This design comes from an exercise in tuning for small area, a short achievable clock period and few clock cycles per item on the open sky130 flow, not from production work. The RTL was checked by simulation tests, not by an equivalence proof against the original design. Power is estimated from default activity; no workload was simulated.

==> inputs of job 3660 <==
==> flow/design.v (excerpt) <==
module auto_level_match_gain_core #(
   parameter int unsigned MIN_GAIN = 760151010,
   parameter int unsigned MAX_GAIN = 1516700552
) (
   input  wire logic                        clock,
   input  wire logic                        reset,
   input  wire logic                        req_valid,
   output logic                             req_ready,
   input  wire logic [4*SAMPLE_WIDTH-1:0] req_data,
   output logic                             rsp_valid,
   input  wire logic                        rsp_ready,
   output logic [2*SAMPLE_WIDTH+GAIN_OUT_WIDTH-1:0]       rsp_data,
   input  wire logic                        csr_wr_en,
   input  wire logic [CSR_INDEX_WIDTH-1:0]  csr_index,
   input  wire logic [CSR_DATA_WIDTH-1:0]   csr_wdata
);
==> module alm_divsqrt, before the edit <==
module alm_divsqrt (
   input  wire logic        clock,
   input  wire logic        reset,
   input  wire logic        load,      
   input  wire logic        ld_run,    
   input  wire logic [30:0] ld_root,   
   input  wire logic [48:0] num,       
   input  wire logic [48:0] den,       
   input  wire logic [52:0] den12,     
   input  wire logic        take,      
   output logic             busy,      
   output logic             avail,     
   output logic [30:0]      root
);
   logic        run_ff, done_ff;
   logic [4:0]  cnt_ff;
   logic [50:0] rem_ff, d4_ff;
   logic [52:0] d12_ff;
   logic [33:0] sq_rem_ff;
   logic [30:0] root_ff;
   logic [1:0]  qd_ff;
   logic [52:0] rem4, d4x, d8x;
   logic [53:0] s1, s2, s3;
   logic        c1, c2, c3;
   logic [1:0]  q;
   logic [52:0] rem_nx;
   logic [35:0] sq_cat, trial;
   logic [36:0] sq_diff;
   logic        sq_ge;
   logic [30:0] root_nx;
   logic        last;
   always_comb begin
      rem4 = {rem_ff, 2'b00};
      d4x  = {2'b00, d4_ff};
      d8x  = {1'b0, d4_ff, 1'b0};
      s1   = {1'b0, rem4} - {1'b0, d4x};
      s2   = {1'b0, rem4} - {1'b0, d8x};
      s3   = {1'b0, rem4} - {1'b0, d12_ff};
      c1   = !s1[53];
      c2   = !s2[53];
      c3   = !s3[53];
      q    = c3 ? 2'd3 : c2 ? 2'd2 : c1 ? 2'd1 : 2'd0;
      rem_nx = c3 ? s3[52:0] : c2 ? s2[52:0] : c1 ? s1[52:0] : rem4;
      sq_cat  = {sq_rem_ff, qd_ff};
      trial   = {3'b000, root_ff, 2'b01};
      sq_diff = {1'b0, sq_cat} - {1'b0, trial};
      sq_ge   = !sq_diff[36];
      root_nx = {root_ff[29:0], sq_ge};
      last    = run_ff && (cnt_ff == 5'd31);
   end
   assign avail = done_ff;
   assign root  = root_ff;
   always_ff @(posedge clock) begin
      if (reset) begin
         busy    <= 1'b0;
         done_ff <= 1'b0;
         run_ff  <= 1'b0;
      end else if (load) begin
         busy    <= 1'b1;
         done_ff <= !ld_run;
         run_ff  <= ld_run;
      end else if (take) begin
         busy    <= 1'b0;
         done_ff <= 1'b0;
         run_ff  <= 1'b0;
      end else if (last) begin
         run_ff  <= 1'b0;
         done_ff <= 1'b1;
      end
      if (load) begin
         rem_ff    <= {2'b00, num};
         d4_ff     <= {den, 2'b00};
         d12_ff    <= den12;
         cnt_ff    <= '0;
         sq_rem_ff <= '0;
         root_ff   <= ld_run ? 31'd0 : ld_root;
      end else if (run_ff) begin
         cnt_ff <= cnt_ff + 5'd1;
         if (!last) begin
            rem_ff <= rem_nx[50:0];
            qd_ff  <= q;
         end
         if (cnt_ff != 5'd0) begin
            sq_rem_ff <= sq_ge ? sq_diff[33:0] : sq_cat[33:0];
            root_ff   <= root_nx;
         end
      end
   end
endmodule
Settings: LEC_CHECK=0, CAP_MARGIN=20, CORE_MARGIN=2, CORE_UTILIZATION=52, SETUP_SLACK_MARGIN=5, SLEW_MARGIN=20; clock period 10.0 ns.
run.sh (not shown) runs the stock make flow with config.mk's settings and CLKGATE_MAP_FILE= SYNTH_SCRIPT=/design/flow/synth_recipe.tcl, a recipe that flattens the netlist after the stock synthesis.
==> job 3931 (differences from job 3660) <==
--- a/flow/design.v
+++ b/flow/design.v
@@ -109,12 +109,11 @@
    end
 endmodule
 module alm_sqsum (
    input  wire logic               clock,
    input  wire logic               clr,
-   input  wire logic               en1,
-   input  wire logic               en2,
+   input  wire logic               en,
    input  wire logic signed [23:0] a,
    input  wire logic signed [23:0] b,
    input  wire logic [5:0]         da,
    input  wire logic [5:0]         db,
    output logic signed [25:0]      acc,
@@ -122,38 +121,31 @@
 );
    localparam int SW = 30;
    logic [SW-1:0] ra0, ra1, rb0, rb1, row1, row3;
    logic          na0, na1, nb0, nb1;
    logic [SW-1:0] s1, c1, s2, c2, s3, c3, sum;
-   logic [SW-1:0] ps_ff, pc_ff;
-   logic [1:0]    pn_ff;
    alm_booth_row #(.W(24), .SW(SW)) u_a0 (.x (a), .d (da[2:0]), .row (ra0), .neg (na0));
    alm_booth_row #(.W(24), .SW(SW)) u_a1 (.x (a), .d (da[5:3]), .row (ra1), .neg (na1));
    alm_booth_row #(.W(24), .SW(SW)) u_b0 (.x (b), .d (db[2:0]), .row (rb0), .neg (nb0));
    alm_booth_row #(.W(24), .SW(SW)) u_b1 (.x (b), .d (db[5:3]), .row (rb1), .neg (nb1));
    always_comb begin
       row1 = {ra1[SW-3:0], {2{na1}}};
       row3 = {rb1[SW-3:0], {2{nb1}}};
-      s1  = ra0 ^ row1 ^ rb0;
-      c1  = {((ra0 & row1) | (ra0 & rb0) | (row1 & rb0)), na0};
-      s2  = s1 ^ c1 ^ row3;
-      c2  = {((s1 & c1) | (s1 & row3) | (c1 & row3)), na1};
-      s3  = SW'(acc) ^ ps_ff ^ pc_ff;
-      c3  = {((SW'(acc) & ps_ff) | (SW'(acc) & pc_ff) | (ps_ff & pc_ff)), pn_ff[0]};
-      sum = s3 + c3 + SW'(pn_ff[1]);
+      s1  = SW'(acc) ^ ra0 ^ row1;
+      c1  = {((SW'(acc) & ra0) | (SW'(acc) & row1) | (ra0 & row1)), na0};
+      s2  = s1 ^ c1 ^ rb0;
+      c2  = {((s1 & c1) | (s1 & rb0) | (c1 & rb0)), na1};
+      s3  = s2 ^ c2 ^ row3;
+      c3  = {((s2 & c2) | (s2 & row3) | (c2 & row3)), nb0};
+      sum = s3 + c3 + SW'(nb1);
    end
    always_ff @(posedge clock) begin
-      if (en1) begin
-         ps_ff <= s2;
-         pc_ff <= c2;
-         pn_ff <= {nb1, nb0};
-      end
       if (clr) begin
-         acc <= '0;
-      end else if (en2) begin
-         acc <= 26'(signed'(sum) >>> 4);
-         lo  <= {sum[3:0], lo[23:4]};
+         acc    <= '0;
+      end else if (en) begin
+         acc    <= 26'(signed'(sum) >>> 4);
+         lo     <= {sum[3:0], lo[23:4]};
       end
    end
 endmodule
 `default_nettype wire
 `timescale 1ns / 1ps
@@ -306,11 +298,11 @@
    logic [8:0]  a_dr_ff, a_dp_ff;      
    logic        a_tr_ff, a_tp_ff;
    logic [5:0]  a_nr, a_np;
    logic signed [48:0] blr_x_ff, blp_x_ff;
    logic        a_done, a_hand, accept;
-   logic        a_sq, a_sq2, a_act_step, a_bl_load, a_bl_step, a_fin;
+   logic        a_sq, a_act_step, a_bl_load, a_bl_step, a_fin;
    logic [2:0]  a_sq_nx, a_bl_nx;
    logic signed [25:0] sqr_acc, sqp_acc;
    logic [23:0] sqr_lo, sqp_lo;
    logic signed [48:0] blr_acc, blp_acc;
    logic [5:0]  blr_lo, blp_lo;
@@ -351,31 +343,30 @@
    logic [27:0] yl, yr;
    logic [23:0] sat_l, sat_r;
    assign b_free     = !b_busy[b_ptr_in_ff] || b_take[b_ptr_in_ff];
    assign b_take_any = b_avail[b_ptr_out_ff] && !c_v_ff;
    assign b_take     = {b_take_any && b_ptr_out_ff, b_take_any && !b_ptr_out_ff};
-   assign a_done     = a_v_ff && (a_cnt_ff == 4'd15);
+   assign a_done     = a_v_ff && (a_cnt_ff == 4'd14);
    assign a_hand     = a_done && b_free;
    assign b_load     = {a_hand && b_ptr_in_ff, a_hand && !b_ptr_in_ff};
    assign req_ready  = !a_v_ff || a_hand;
    assign accept     = req_valid && req_ready;
    assign a_sq       = a_v_ff && (a_cnt_ff <= 4'd5);
-   assign a_sq2      = a_v_ff && (a_cnt_ff >= 4'd1) && (a_cnt_ff <= 4'd6);
    assign a_act_step = a_sq;
-   assign a_bl_load  = a_v_ff && (a_cnt_ff == 4'd7);
-   assign a_bl_step  = a_v_ff && (a_cnt_ff >= 4'd8) && (a_cnt_ff <= 4'd13);
-   assign a_fin      = a_v_ff && (a_cnt_ff == 4'd14);
+   assign a_bl_load  = a_v_ff && (a_cnt_ff == 4'd6);
+   assign a_bl_step  = a_v_ff && (a_cnt_ff >= 4'd7) && (a_cnt_ff <= 4'd12);
+   assign a_fin      = a_v_ff && (a_cnt_ff == 4'd13);
    assign a_sq_nx    = 3'(a_cnt_ff + 4'd1);    
-   assign a_bl_nx    = 3'(a_cnt_ff - 4'd7);    
+   assign a_bl_nx    = 3'(a_cnt_ff - 4'd6);    
    assign act_m = {1'b0, activity_coef_ff, 3'b000};
    assign en_m  = {1'b0, energy_coef_ff, 3'b000};
    alm_sqsum u_sqr (
-      .clock (clock), .clr (accept), .en1 (a_sq), .en2 (a_sq2), .a (a_rl_ff), .b (a_rr_ff),
+      .clock (clock), .clr (accept), .en (a_sq), .a (a_rl_ff), .b (a_rr_ff),
       .da (a_drl_ff), .db (a_drr_ff), .acc (sqr_acc), .lo (sqr_lo)
    );
    alm_sqsum u_sqp (
-      .clock (clock), .clr (accept), .en1 (a_sq), .en2 (a_sq2), .a (a_pl_ff), .b (a_pr_ff),
+      .clock (clock), .clr (accept), .en (a_sq), .a (a_pl_ff), .b (a_pr_ff),
       .da (a_dpl_ff), .db (a_dpr_ff), .acc (sqp_acc), .lo (sqp_lo)
    );
    alm_mul #(.W(49)) u_blr (
       .clock (clock), .clr (accept || a_bl_load), .en (a_act_step || a_bl_step),
       .x (blr_x_ff), .dig (a_dr_ff), .rnd (1'b0), .acc (blr_acc), .lo (blr_lo)
@@ -439,11 +430,11 @@
          a_tp_ff  <= en_m[5];
       end else if (a_bl_step) begin
          a_dp_ff  <= bdec3(a_np, a_tp_ff);
          a_tp_ff  <= a_np[5];
       end
-      if (a_v_ff && a_cnt_ff == 4'd8) begin
+      if (a_v_ff && a_cnt_ff == 4'd7) begin
          a_active_ff <= act_ff > gate_energy_ff;
       end
    end
    always_comb begin
       ld_hi    = {2'b00, ref_n_ff} >= {proc_n_ff, 2'b00};
- CORE_UTILIZATION: 52 -> 45
==> job 6341 (differences from job 3660) <==
--- a/flow/design.v
+++ b/flow/design.v
@@ -206,12 +206,12 @@
       sq_diff = {1'b0, sq_cat} - {1'b0, trial};
       sq_ge   = !sq_diff[36];
       root_nx = {root_ff[29:0], sq_ge};
       last    = run_ff && (cnt_ff == 5'd31);
    end
-   assign avail = done_ff;
-   assign root  = root_ff;
+   assign avail = done_ff || last;
+   assign root  = run_ff ? root_nx : root_ff;
    always_ff @(posedge clock) begin
       if (reset) begin
          busy    <= 1'b0;
          done_ff <= 1'b0;
          run_ff  <= 1'b0;
- CORE_UTILIZATION: 52 -> 58
==> qor summary <==
quantity	job 3660	job 3931	job 6341
Result of the run	timing/DRC/antenna clean	timing/DRC/antenna clean	timing/DRC/antenna clean
Post-cts repair resize count	125	245	231
Count of buffer and inverter cells on the critical path	1	1	2
Area of the multi-input gates	92,200 µm²	92,500 µm²	92,000 µm²
Routed wire length on met2	222 mm	210 mm	213 mm
Post-DP HPWL	362 mm	344 mm	355 mm
Distinct cell type count of the synthesized netlist	90	105	97
Most frequent standard cell in the layout excluding fill and tap cells	nand2_1	inv_1	nand2_1
Total iterations of the first detailed-routing run	6	8	9
Combined flip-flop and latch cell area	46,100 µm²	42,600 µm²	46,100 µm²
Synthesized Nets	17,700	17,600	17,500
Leakage	66.6 nW	66.3 nW	66.5 nW
Seq pwr	0.00987 W	0.00904 W	0.00989 W
Tap cell count	3,705	4,140	3,220
Placement Rows	193	205	182
Number of fillers in the final layout	24,100	29,500	20,100
Post-layout min period	5.01 ns	5.39 ns	5.02 ns
Worst Setup EP	g_b[1].u_divsqrt.root_ff[9]$_DFFE_PP_	u_sqr.acc[24]$_SDFFE_PP0P_	u_blr.acc[30]$_SDFFE_PP0N_
Seq cells	1,787	1,669	1,787
Count of placed standard cells including taps	19,200	19,500	18,500
Total Routed Length	489 mm	462 mm	486 mm
Post-synthesis xor/xnor area fraction	9.54%	9.82%	9.58%
Remaining max-slew budget at the tightest pin	16.6%	24.3%	24.7%
Testbench counts of job 3660, summed over its fixed seeds: cycles 39,380, items 2,400.
Testbench counts of job 3931, summed over its fixed seeds: cycles 39,310, items 2,400.
Testbench counts of job 6341, summed over its fixed seeds: cycles 38,657, items 2,400.

what the ideal ports hide:
How much do the figures lean on ideal ports? The routed layouts below were timed once more, with nothing changed but the port constraints.
Step 1 (the two cells are an assumption about what drives the block):
set clk [get_ports {clock}]
set_driving_cell -lib_cell sky130_fd_sc_hd__clkbuf_16 $clk
set_driving_cell -lib_cell sky130_fd_sc_hd__buf_2 [delete_from_list [all_inputs] $clk]
Step 2, shift: input delay + t, output delay - t, t = (earliest + latest rising clock arrival at the registers) / 2. This alone moves slack from input paths to output paths.
Slacks: ideal ports / drivers / drivers and shift; pairs: ideal ports / drivers.
| run | shift t [ns] | setup slack, ns | worst register clock-pin slew, ns | cell pins on the clock port's net |
|---|---|---|---|---|
| job 3660 | 1.015 | 4.991 / 4.991 / 4.423 | 0.07 / 0.07 | 1 |
| job 3931 | 0.993 | 4.606 / 4.606 / 4.447 | 0.07 / 0.07 | 1 |
| job 6341 | 0.964 | 4.977 / 4.928 / 4.786 | 0.07 / 0.07 | 1 |
After both steps setup and hold are still met in every run listed. The setup slack of job 3660, which loses most, moves by 0.000 ns with the drivers and by -0.568 ns with both steps.
